Source: an optimization exercise on an open RTL-to-GDS flow (aim: small area, a short achievable clock period and few clock cycles per item). Production flows keep margins and buffers that such runs may drop.
In this exercise RTL edits were held to simulation tests only and were not proved equivalent to the original.
No activity file was given, so power comes from the tool's default toggle rates.

== lane 1 ==
## roberts_cross_gradient
module roberts_cross_gradient
#(
   parameter int MAX_WIDTH  = rcg_pkg::DEF_MAX_WIDTH,
   parameter int MAX_HEIGHT = rcg_pkg::DEF_MAX_HEIGHT
)(
   input  logic                     clock,
   input  logic                     reset,
   input  logic                     csr_wr_en,
   input  logic [rcg_pkg::CSR_WIDTH-1:0]     csr_wr_data,
   input  logic                     req_valid,
   output logic                     req_ready,
   input  logic [rcg_pkg::PIX_W-1:0]         req_pixel,
   input  logic                     req_start_of_frame,
   output logic                     rsp_valid,
   input  logic                     rsp_ready,
   output logic [rcg_pkg::ROW_W-1:0]         rsp_out_row,
   output logic [rcg_pkg::COL_W-1:0]         rsp_out_col,
   output logic signed [rcg_pkg::GRAD_W-1:0] rsp_diag_grad,
   output logic signed [rcg_pkg::GRAD_W-1:0] rsp_anti_grad,
   output logic [rcg_pkg::MAG_W-1:0]         rsp_magnitude,
   output logic                     rsp_last
);
clock: 7.0 ns
lec_check: 0
cap_margin: 20
core_margin: 2
core_utilization: 70
cts_cluster_diameter: 100
cts_cluster_size: 25
setup_slack_margin: 4.0
slew_margin: 20
run.sh (not shown) runs the stock make flow with config.mk's settings and CLKGATE_MAP_FILE= SYNTH_SCRIPT=/design/flow/synth_recipe.tcl, a recipe that flattens the netlist after the stock synthesis.
Testbench counts of lane 1, summed over its fixed seeds: cycles 20,259, items 17,628.
Changes in lane 2 relative to lane 1:
Settings: changing CORE_UTILIZATION from 70 to 75; changing CTS_CLUSTER_DIAMETER from 100 to 80.
Results
Lane 2 and lane 1 all finish clean.
Between lane 2 and lane 1, the hold slack is higher for lane 1.
Lane 2 vs lane 1 — number of buffers created by CTS climbed by a few percent
Compared to lane 1, lane 2 reaches a lower achievable clock.
Lane 2 reports its startpoint of the worst setup timing path as b_lq[2][12] while lane 1 reports o_diag[4].
Of lane 2 and lane 1, the run reporting the lower total track usage was lane 1.
Largest fanout on the critical path was higher in the run labelled lane 2.
Higher number of clock buffers in the layout was reported by lane 2, not lane 1.

========
build 34:
roberts_cross_gradient, a different RTL version from the one above (not shown whole).
Size: about 3000 flip-flops, about 120000 um2 of cells after synthesis.
clock: 7.0 ns
lec_check: 0
cap_margin: 20
core_margin: 2
core_utilization: 60
setup_slack_margin: 4.0
slew_margin: 20
Testbench counts of build 34, summed over its fixed seeds: cycles 20,259, items 17,628.
#### Input delta (build 71 over build 34)
# build 34
export LEC_CHECK = 0
export CAP_MARGIN = 20
export CORE_MARGIN = 2
export CORE_UTILIZATION = 60
export SETUP_SLACK_MARGIN = 4.0
export SLEW_MARGIN = 20
create_clock -name core_clock -period 7.0 [get_ports {clock}]
# build 71
export LEC_CHECK = 0
export CAP_MARGIN = 20
export CORE_MARGIN = 2
export CORE_UTILIZATION = 70
export SETUP_SLACK_MARGIN = 4.0
export SLEW_MARGIN = 20
create_clock -name core_clock -period 7.0 [get_ports {clock}]
### Flow results
Between build 71 and build 34, the difference in overall power is negligible. Clock-cell share of area, build 71 and build 34: higher on build 34. Build 71 and build 34 ended up with nearly the same static leakage power. Side by side, first-pass GRT wire length turned out lower in build 71 than in build 34. Setup slack of the critical path after layout for build 71: 42 ps up relative to build 34. In build 71 the relative contribution of combinational cells to total power turned out 0.5 points higher than in build 34. Build 71 vs build 34: cell area reported after detailed placement down slightly. Comparing build 71 and build 34, clock tree skew after final layout is lower on build 71.
[inputs] build 12 vs build 71
# build 71
export LEC_CHECK = 0
export CAP_MARGIN = 20
export CORE_MARGIN = 2
export CORE_UTILIZATION = 70
export SETUP_SLACK_MARGIN = 4.0
export SLEW_MARGIN = 20
create_clock -name core_clock -period 7.0 [get_ports {clock}]
# build 12
export LEC_CHECK = 0
export CAP_MARGIN = 20
export CORE_MARGIN = 2
export CORE_UTILIZATION = 60
export CTS_BUF_LIST = sky130_fd_sc_hd__clkbuf_8
export SETUP_SLACK_MARGIN = 4.0
export SLEW_MARGIN = 20
create_clock -name core_clock -period 7.0 [get_ports {clock}]
==> notes.md <==
- Relative to build 71, the combinational-cell power consumption of build 12 is lower by about 4%.
- From build 71 to build 12 the numbers moved as follows: total power draw lost 2.4 mW, clock latency of the later-clocked register in the worst-skew pair up 170 ps, clock buffer count from CTS rose by 174.
- Total track usage ended up 3.8 points lower on build 12 than on build 71.
- Going from build 71 to build 12, area of all placed cells without fillers shrank slightly.
Edits applied to the flow inputs when going from build 12 to build 40:
# build 12
export LEC_CHECK = 0
export CAP_MARGIN = 20
export CORE_MARGIN = 2
export CORE_UTILIZATION = 60
export CTS_BUF_LIST = sky130_fd_sc_hd__clkbuf_8
export SETUP_SLACK_MARGIN = 4.0
export SLEW_MARGIN = 20
create_clock -name core_clock -period 7.0 [get_ports {clock}]
# build 40
export LEC_CHECK = 0
export CAP_MARGIN = 20
export CORE_MARGIN = 2
export CORE_UTILIZATION = 60
export CTS_BUF_LIST = sky130_fd_sc_hd__clkbuf_4
export SETUP_SLACK_MARGIN = 4.0
export SLEW_MARGIN = 20
create_clock -name core_clock -period 7.0 [get_ports {clock}]
==> notes.md <==
STATUS count of routing violations after the opening detailed-route iteration: build 40 loses against build 12. First-pass GRT wire length on build 40 is behind build 12. Build 40 packs its core tighter than build 12. Lower global routing met3 resource utilization was reported by build 12, not build 40. Between build 12 and build 40, the flow reports final design instance area without fill increasing slightly. Non-clock buffer contribution to total cell area: build 40 vs build 12, no meaningful difference. Build 40 vs build 12: count of clock-buffer cells in the layout up. Between build 12 and build 40, the count of inverters other than clock inverters in the layout does not differ in any meaningful way.
#### Input delta (build 39 over build 40)
# build 40
export LEC_CHECK = 0
export CAP_MARGIN = 20
export CORE_MARGIN = 2
export CORE_UTILIZATION = 60
export CTS_BUF_LIST = sky130_fd_sc_hd__clkbuf_4
export SETUP_SLACK_MARGIN = 4.0
export SLEW_MARGIN = 20
create_clock -name core_clock -period 7.0 [get_ports {clock}]
# build 39
export LEC_CHECK = 0
export CAP_MARGIN = 20
export CORE_MARGIN = 2
export CORE_UTILIZATION = 70
export CTS_CLUSTER_DIAMETER = 70
export CTS_CLUSTER_SIZE = 20
export SETUP_SLACK_MARGIN = 4.0
export SLEW_MARGIN = 20
create_clock -name core_clock -period 7.0 [get_ports {clock}]
Results
- For build 39, the category of the most critical setup path was reg -> reg, unlike build 40, where it was reg -> out.
- Build 39 has overall fraction of global-route tracks in use above what build 40 had.
- Looking at number of vias after detailed routing, build 39 sits 2586 lower than build 40 does.
- Taking build 40 as the reference, in build 39 multi-input gate share of the layout cell area shows an increase of 0.67 points, number of design rule violations left after detail routing held, sequential power held steady.
- Sum of net half-perimeters after detailed placement, build 39 and build 40: smaller value in build 39
- Build 40 reports its slowest cell on the critical path as sky130_fd_sc_hd__edfxtp_1 while build 39 reports sky130_fd_sc_hd__or4_4.
- Taking build 40 as the reference, in build 39 post-synthesis cell type count now sits at about the same level, non-clock buffer count fell by 2, area growth from synthesis to final layout fell by 4.0 points.
- Total power: build 39 below build 40
Input changes introduced in build 5 (baseline for comparison: build 39):
# build 39
export LEC_CHECK = 0
export CAP_MARGIN = 20
export CORE_MARGIN = 2
export CORE_UTILIZATION = 70
export CTS_CLUSTER_DIAMETER = 70
export CTS_CLUSTER_SIZE = 20
export SETUP_SLACK_MARGIN = 4.0
export SLEW_MARGIN = 20
create_clock -name core_clock -period 7.0 [get_ports {clock}]
# build 5
export LEC_CHECK = 0
export CAP_MARGIN = 20
export CORE_MARGIN = 2
export CORE_UTILIZATION = 60
export SETUP_SLACK_MARGIN = 4.3
export SLEW_MARGIN = 20
create_clock -name core_clock -period 7.0 [get_ports {clock}]
[summary]
Count of plain and timing-repair buffers went up by more than 10% going from build 39 to build 5. Where overall power is concerned, build 39 is better than build 5. As far as cell count after synthesis goes, build 5 and build 39 are indistinguishable; the numbers are identical. Re count of boundary I/O pins: no difference whatsoever between build 39 and build 5. Going from build 39 to build 5, the area growth from synthesis to layout was found to have gone up by 5.2 points. Compared with build 39, build 5 shows a higher HPWL reported at the end of detailed placement.

========
roberts_cross_gradient again, from the RTL that the note above started with.
export LEC_CHECK = 0
export CAP_MARGIN = 20
export CORE_MARGIN = 2
export CORE_UTILIZATION = 70
export CTS_CLUSTER_DIAMETER = 85
export CTS_CLUSTER_SIZE = 32
export SETUP_SLACK_MARGIN = 4.0
export SLEW_MARGIN = 20
create_clock -name core_clock -period 7.0 [get_ports {clock}]
The baseline finished with timing, DRC and antenna clean.
Testbench counts at the start, summed over its fixed seeds: cycles 20,259, items 17,628.
Then changed:
CTS_CLUSTER_DIAMETER = 80   (was 85)
CTS_CLUSTER_SIZE = 25   (was 32)
Effect: Global-route usage increases by 0.25 points. Routed wire length increases slightly. Core utilization increases by 0.30 points. Area after synthesis does not change. Sequential share of layout area decreases by 0.29 points. Design area increases slightly. Hold slack stays flat. Setup slack loses 55 ps.

========
RTL: one of the versions met above, not the one the previous note started from.
For scale: roughly 7000 cells after synthesis, roughly 3000 flip-flops.
make LEC_CHECK=0 CAP_MARGIN=20 CORE_MARGIN=2 CORE_UTILIZATION=70 CTS_CLUSTER_DIAMETER=80 CTS_CLUSTER_SIZE=25 SETUP_SLACK_MARGIN=4.3 SLEW_MARGIN=20 finish   # period 7.0 ns
The first run finished clean.
Testbench counts at the start, summed over its fixed seeds: cycles 20,259, items 17,628.
Rerun with:
--- a/flow/config.mk
+++ b/flow/config.mk
@@ -12,3 +12,3 @@
 export CTS_CLUSTER_SIZE = 25
-export SETUP_SLACK_MARGIN = 4.3
+export SETUP_SLACK_MARGIN = 4.0
 export SLEW_MARGIN = 20
Cell count is lower by 0.76%. Core utilization is lower by 0.70 points. Synthesized area stays the same. Sequential cell count does not change. Total power is lower by 1.5%. Via count is lower by 1.1%. Routed wire length is lower by 1.7%. Critical path depth stays the same. Global-route usage is lower by 0.45 points. Die area does not change.

-- re-timing with driven ports --
The flow's constraints put no driver on any port. The routed layouts listed below were extracted and timed again, unchanged, in two steps. Step 1 (the two cells are an assumption about what drives the block):
set clk [get_ports {clock}]
set_driving_cell -lib_cell sky130_fd_sc_hd__clkbuf_16 $clk
set_driving_cell -lib_cell sky130_fd_sc_hd__buf_2 [delete_from_list [all_inputs] $clk]
Step 2 times the ports against the registers' clock, not the clock port: input delays grow and output delays shrink by t, the midpoint of the rising clock arrivals with the driver on. a / b / c = ideal / step 1 / step 2; a / b = the first two.
run	shift t [ns]	setup WS [ns]	clock arrival spread, ns	worst data-port slew with drivers (ns)
lane 1	0.920	4.045 / 3.947 / 3.309	0.041 / 0.041	0.11
lane 2	0.893	3.976 / 3.963 / 3.278	0.049 / 0.049	0.07
build 34	1.006	3.962 / 3.924 / 3.300	0.073 / 0.072	0.04
build 71	1.003	4.003 / 3.915 / 3.301	0.055 / 0.055	0.06
build 12	1.174	3.879 / 3.794 / 3.340	0.089 / 0.088	0.04
build 40	1.472	3.552 / 3.469 / 3.313	0.113 / 0.114	0.04
build 39	0.918	3.967 / 3.955 / 3.328	0.040 / 0.041	0.05
build 5	1.008	3.974 / 3.923 / 3.466	0.077 / 0.077	0.04
the first run of note 3	0.872	3.993 / 3.965 / 3.344	0.054 / 0.054	0.05
the second run of note 3	0.899	3.939 / 3.939 / 3.332	0.038 / 0.039	0.05
the first run of note 4	0.918	4.058 / 3.974 / 3.540	0.045 / 0.045	0.04
the second run of note 4	0.909	4.048 / 3.972 / 3.304	0.045 / 0.045	0.12
After both steps setup and hold are still met in every run listed. The setup slack of the second run of note 4, which loses most, moves by -0.076 ns with the drivers and by -0.744 ns with both steps.
